What follows belongs to an exercise in optimizing a design on an open flow for small area, a short achievable clock period and few clock cycles per item; a production flow would make more cautious choices.
At most, simulation tests tie the RTL to the original design; equivalence was not proved.
Power is estimated from default activity; no workload was simulated.

// point_in_polygon_crossing_unit
module point_in_polygon_crossing_unit #(
  parameter int unsigned CoordBits = pipcu_pkg::COORD_BITS_DEFAULT
) (
  input  logic                        clk_i,
  input  logic                        rst_ni,
  input  logic                        push,
  output logic                        full,
  input  logic signed [CoordBits-1:0] point_x_i,
  input  logic signed [CoordBits-1:0] point_y_i,
  input  logic signed [CoordBits-1:0] start_x_i,
  input  logic signed [CoordBits-1:0] start_y_i,
  input  logic signed [CoordBits-1:0] end_x_i,
  input  logic signed [CoordBits-1:0] end_y_i,
  input  logic                        last_edge_i,
  output logic                        empty,
  input  logic                        pop,
  output logic                        inside_res_o
);
==> module pipcu_back, before the edit <==
module pipcu_back #(
  parameter int unsigned CoordBits = 32
) (
  input  logic                        clk_i,
  input  logic                        rst_ni,
  input  logic                        edge_valid_i,
  input  logic                        edge_last_i,
  input  logic signed [CoordBits:0]   dif_a_i,
  input  logic signed [CoordBits:0]   dif_b_i,
  input  logic signed [CoordBits:0]   dif_c_i,
  input  logic signed [CoordBits:0]   dif_d_i,
  input  logic                        px_lt_ex_i,
  input  logic                        px_eq_ex_i,
  input  logic                        ey_lt_py_i,
  input  logic                        ey_eq_py_i,
  output logic                        busy_o,    
  output logic                        res_push_o,
  output logic                        res_bit_o
);
  localparam int unsigned W  = CoordBits + 1;    
  localparam int unsigned TW = W + 1;            
  logic                 valid_q;
  logic                 last_q;
  logic                 first_q;
  logic [6:0]           cnt_q;
  logic signed [W-1:0]  r1_q, r2_q, c_q, d_q;
  logic                 px_lt_ex_q, px_eq_ex_q, ey_lt_py_q, ey_eq_py_q;
  logic                 parity_q;
  logic signed [TW-1:0] t1, t2;
  logic                 aneg, bneg, cneg, dneg;
  logic                 t1z, t2z, az, bz, cz;
  logic                 q1, q2;
  logic                 straddle;
  logic                 a_ge_c;
  logic                 decided;
  logic                 tog;
  logic                 load;
  logic                 retire;
  assign aneg = r1_q[W-1];
  assign bneg = r2_q[W-1];
  assign cneg = c_q[W-1];
  assign dneg = d_q[W-1];
  assign az   = (r1_q == '0);
  assign bz   = (r2_q == '0);
  assign cz   = (c_q == '0);
  assign t1  = {r1_q, 1'b0} - TW'(c_q);
  assign t2  = {r2_q, 1'b0} - TW'(d_q);
  assign t1z = ({r1_q, 1'b0} == TW'(c_q));
  assign t2z = ({r2_q, 1'b0} == TW'(d_q));
  assign q1 = cneg ? (t1[TW-1] | t1z) : !t1[TW-1];
  assign q2 = dneg ? (t2[TW-1] | t2z) : !t2[TW-1];
  assign straddle = (bneg | bz) == ey_lt_py_q;
  assign a_ge_c   = cneg ? (px_lt_ex_q | px_eq_ex_q) : !px_lt_ex_q;
  always_comb begin
    decided = 1'b1;
    tog     = 1'b0;
    if (first_q && !straddle) begin
      tog = 1'b0;
    end else if (first_q && cz) begin
      tog = aneg;                              
    end else if (first_q && az) begin
      tog = !bz && !cneg;                      
    end else if (first_q && (aneg != cneg)) begin
      tog = !cneg;                             
    end else if (first_q && a_ge_c) begin
      tog = !(ey_eq_py_q && px_eq_ex_q) && cneg;   
    end else if (first_q && ey_eq_py_q) begin
      tog = !cneg;                             
    end else if (first_q && bz) begin
      tog = cneg;                              
    end else if (q1 != q2) begin
      tog = q1 ^ !cneg;
    end else if (q1 && t1z && t2z) begin
      tog = 1'b0;                              
    end else if (q1 && t1z) begin
      tog = !cneg;                             
    end else if (q1 && t2z) begin
      tog = cneg;                              
    end else if (cnt_q[6]) begin
      tog = 1'b0;                              
    end else begin
      decided = 1'b0;
    end
  end
  assign retire = valid_q && decided;
  assign load   = !valid_q || decided;
  assign busy_o = valid_q && !decided;
  always_ff @(posedge clk_i or negedge rst_ni) begin
    if (!rst_ni) begin
      valid_q  <= 1'b0;
      parity_q <= 1'b0;
    end else begin
      if (load) begin
        valid_q <= edge_valid_i;
      end
      if (retire) begin
        parity_q <= last_q ? 1'b0 : (parity_q ^ tog);
      end
    end
  end
  always_ff @(posedge clk_i) begin
    if (load) begin
      last_q     <= edge_last_i;
      first_q    <= 1'b1;
      cnt_q      <= '0;
      r1_q       <= dif_a_i;
      r2_q       <= dif_b_i;
      c_q        <= dif_c_i;
      d_q        <= dif_d_i;
      px_lt_ex_q <= px_lt_ex_i;
      px_eq_ex_q <= px_eq_ex_i;
      ey_lt_py_q <= ey_lt_py_i;
      ey_eq_py_q <= ey_eq_py_i;
    end else begin
      first_q    <= 1'b0;
      cnt_q      <= cnt_q + 1'b1;
      r1_q       <= q1 ? W'(t1) : {r1_q[W-2:0], 1'b0};
      r2_q       <= q2 ? W'(t2) : {r2_q[W-2:0], 1'b0};
    end
  end
  assign res_push_o = retire && last_q;
  assign res_bit_o  = parity_q ^ tog;
endmodule
clock: 10.0 ns
lec_check: 0
cap_margin: 20
core_margin: 2
core_utilization: 40
setup_slack_margin: 5
slew_margin: 20
run.sh (not shown) runs the stock make flow with config.mk's settings and CLKGATE_MAP_FILE= SYNTH_SCRIPT=/design/flow/synth_recipe.tcl, a recipe that flattens the netlist after the stock synthesis.
Then changed:
--- a/flow/design.v
+++ b/flow/design.v
@@ -120,6 +120,26 @@
   logic                 tog;
   logic                 load;
   logic                 retire;
+  function automatic logic [1:0] cmp_gt_eq(logic [TW-1:0] x, logic [TW-1:0] y);
+    logic [63:0] g, e;
+    g = '0;
+    e = '1;
+    for (int i = 0; i < TW; i++) begin
+      if (i == TW - 1) begin
+        g[i] = !x[i] && y[i];
+      end else begin
+        g[i] = x[i] && !y[i];
+      end
+      e[i] = (x[i] == y[i]);
+    end
+    for (int l = 0; l < 6; l++) begin
+      for (int i = 0; i < (32 >> l); i++) begin
+        g[i] = g[2*i+1] | (e[2*i+1] & g[2*i]);
+        e[i] = e[2*i+1] & e[2*i];
+      end
+    end
+    cmp_gt_eq = {g[0], e[0]};
+  endfunction
   assign aneg = r1_q[W-1];
   assign bneg = r2_q[W-1];
   assign cneg = c_q[W-1];
@@ -129,10 +149,16 @@
   assign cz   = (c_q == '0);
   assign t1  = {r1_q, 1'b0} - TW'(c_q);
   assign t2  = {r2_q, 1'b0} - TW'(d_q);
-  assign t1z = ({r1_q, 1'b0} == TW'(c_q));
-  assign t2z = ({r2_q, 1'b0} == TW'(d_q));
-  assign q1 = cneg ? (t1[TW-1] | t1z) : !t1[TW-1];
-  assign q2 = dneg ? (t2[TW-1] | t2z) : !t2[TW-1];
+  logic       t1gt, t2gt;
+  logic [1:0] cmp1, cmp2;
+  assign cmp1 = cmp_gt_eq({r1_q, 1'b0}, TW'(c_q));
+  assign cmp2 = cmp_gt_eq({r2_q, 1'b0}, TW'(d_q));
+  assign t1gt = cmp1[1];
+  assign t1z  = cmp1[0];
+  assign t2gt = cmp2[1];
+  assign t2z  = cmp2[0];
+  assign q1 = cneg ? !t1gt : (t1gt | t1z);
+  assign q2 = dneg ? !t2gt : (t2gt | t2z);
   assign straddle = (bneg | bz) == ey_lt_py_q;
   assign a_ge_c   = cneg ? (px_lt_ex_q | px_eq_ex_q) : !px_lt_ex_q;
   always_comb begin
What happened: The changed run passed the timing, DRC and antenna checks; setup slack gets better by 180 ps; die area goes up by 2.6%; hold slack is about the same; global-route usage hardly moves; synthesized area goes up by 2.7%; cell count goes up by 2.3%; total power goes down by 2.8%; final area goes up by 1.8%; first-iteration DRC count goes up by 23%.
Function was not checked in any run of this note: the RTL went through the layout flow alone.

========
point_in_polygon_crossing_unit, a different RTL version from the one above (not shown whole).
Size in the first run: ~2300 cells after synthesis, roughly 160 flip-flops, ~200 I/O pins, ~0.018 mm2 of cells after synthesis.
export LEC_CHECK = 0
export CAP_MARGIN = 20
export CORE_MARGIN = 2
export CORE_UTILIZATION = 40
export CTS_BUF_LIST = sky130_fd_sc_hd__clkbuf_8
export SLEW_MARGIN = 20
create_clock -name core_clock -period 10.0 [get_ports {clk_i}]
standard.sh (not shown) runs the stock make flow with config.mk's settings and CLKGATE_MAP_FILE= SYNTH_SCRIPT=/design/flow/synth_recipe.tcl, a recipe that flattens the netlist after the stock synthesis.
==> flow/flow/run.sh <==
#!/bin/bash
# The standard layout (standard synthesis, constraint.sdc and clock period unchanged), with
# the port buffers that global placement inserts made of the smallest plain buffer, and timing
# repair aiming at the setup margin in margin.txt.
set -euo pipefail
bash standard.sh "BUFFER_PORTS_ARGS=-buffer_cell $(cat flow/port_buffer.txt)" \
  "SETUP_SLACK_MARGIN=$(cat flow/margin.txt)" finish > standard_flow.log 2>&1
==> flow/flow/margin.txt <==
5.6
==> flow/flow/port_buffer.txt <==
sky130_fd_sc_hd__buf_1
==> next run, changes <==
--- a/flow/design.v
+++ b/flow/design.v
@@ -1,9 +1,9 @@
 package pipcu_pkg;
   localparam int unsigned COORD_BITS_DEFAULT = 32;
-  localparam int unsigned QUEUE_DEPTH = 2;
+  localparam int unsigned QUEUE_DEPTH = 3;
   typedef struct packed {
     logic full;
     logic empty;
   } fifo_stat_t;
 endpackage
 module pipcu_front #(
@@ -101,13 +101,12 @@
   input  logic                        px_eq_ex_i,
   input  logic                        ey_lt_py_i,
   input  logic                        ey_eq_py_i,
   input  logic                        a_zero_i,
   input  logic                        b_zero_i,
   output logic                        busy_o,    
-  output logic                        last_held_o,   
   output logic                        res_push_o,
   output logic                        res_bit_o
 );
   localparam int unsigned W  = CoordBits + 1;    
   localparam int unsigned TW = W + 1;            
   logic                 valid_q;
@@ -176,13 +175,12 @@
       decided = 1'b0;
     end
   end
   assign retire = valid_q && decided;
   assign load   = !valid_q || decided;
   assign busy_o = valid_q && !decided;
-  assign last_held_o = valid_q && last_q;
   always_ff @(posedge clk_i or negedge rst_ni) begin
     if (!rst_ni) begin
       valid_q  <= 1'b0;
       parity_q <= 1'b0;
     end else begin
       if (load) begin
@@ -243,13 +241,12 @@
   localparam int unsigned ResDepth = pipcu_pkg::QUEUE_DEPTH;
   localparam int unsigned CntW     = $clog2(ResDepth + 1);
   logic signed [CoordBits:0] dif_a, dif_b, dif_c, dif_d;
   logic                      px_lt_ex, px_eq_ex, ey_lt_py, ey_eq_py;
   logic                      a_zero, b_zero;
   logic                      busy;
-  logic                      last_held;
   logic                      res_room;
   logic                      res_push;
   logic                      res_bit;
   logic [CntW-1:0]           res_count;
   pipcu_pkg::fifo_stat_t     res_stat;
   pipcu_front #(
@@ -269,14 +266,13 @@
     .px_eq_ex_o (px_eq_ex),
     .ey_lt_py_o (ey_lt_py),
     .ey_eq_py_o (ey_eq_py),
     .a_zero_o   (a_zero),
     .b_zero_o   (b_zero)
   );
-  assign res_room = (int'(res_count) + int'(last_held) - int'(pop && !res_stat.empty))
-                    <= int'(ResDepth) - 1;
+  assign res_room = (res_count <= CntW'(ResDepth - 2));
   assign full     = busy || !res_room;
   pipcu_back #(
     .CoordBits (CoordBits)
   ) u_back (
     .clk_i        (clk_i),
     .rst_ni       (rst_ni),
@@ -290,13 +286,12 @@
     .px_eq_ex_i   (px_eq_ex),
     .ey_lt_py_i   (ey_lt_py),
     .ey_eq_py_i   (ey_eq_py),
     .a_zero_i     (a_zero),
     .b_zero_i     (b_zero),
     .busy_o       (busy),
-    .last_held_o  (last_held),
     .res_push_o   (res_push),
     .res_bit_o    (res_bit)
   );
   pipcu_fifo #(
     .Depth (ResDepth)
   ) u_res_queue (
=>
- final cell count fell by about 0.7%
- non-clock buffer count rose by 21
- final area rose by about 1.2%
- via count rose by about 1.4%
- routed wire length rose by 6.8%
- combinational power rose by 37%
- total power rose by 27%
Testbench counts after the change, summed over its fixed seeds: cycles 23,339, items 16,856.
For the first run of this note, only the layout was checked, not whether the RTL still works.

-- static timing again, ports no longer ideal --
How much do the figures lean on ideal ports? The routed layouts below were timed once more, with nothing changed but the port constraints. Step 1 sets driving cells, clkbuf_16 on the clock port and buf_2 on the other inputs (assumed; they add their load-dependent delay and slew). Step 2, shift: input delay + t, output delay - t, t = (earliest + latest rising clock arrival at the registers) / 2. This alone moves slack from input paths to output paths. Three values: ideal ports, drivers, drivers and shift; two values: the first two.
| run | shift t [ns] | setup slack, ns | hold slack, ns | worst slew at a driven data input, ns |
|---|---|---|---|---|
| the first run of note 1 | 0.487 | 4.271 / 4.215 / 4.619 | 0.449 / 0.449 / 0.449 | 0.05 |
| the second run of note 1 | 0.489 | 4.448 / 4.392 / 4.617 | 0.451 / 0.451 / 0.451 | 0.05 |
| the first run of note 2 | 0.508 | 4.393 / 4.361 / 4.361 | 0.463 / 0.463 / 0.463 | 0.06 |
| the second run of note 2 | 0.539 | 5.597 / 5.596 / 5.057 | 0.453 / 0.453 / 0.453 | 0.06 |
After both steps setup and hold are still met in every run listed. The setup slack of the second run of note 2, which loses most, moves by -0.001 ns with the drivers and by -0.540 ns with both steps.
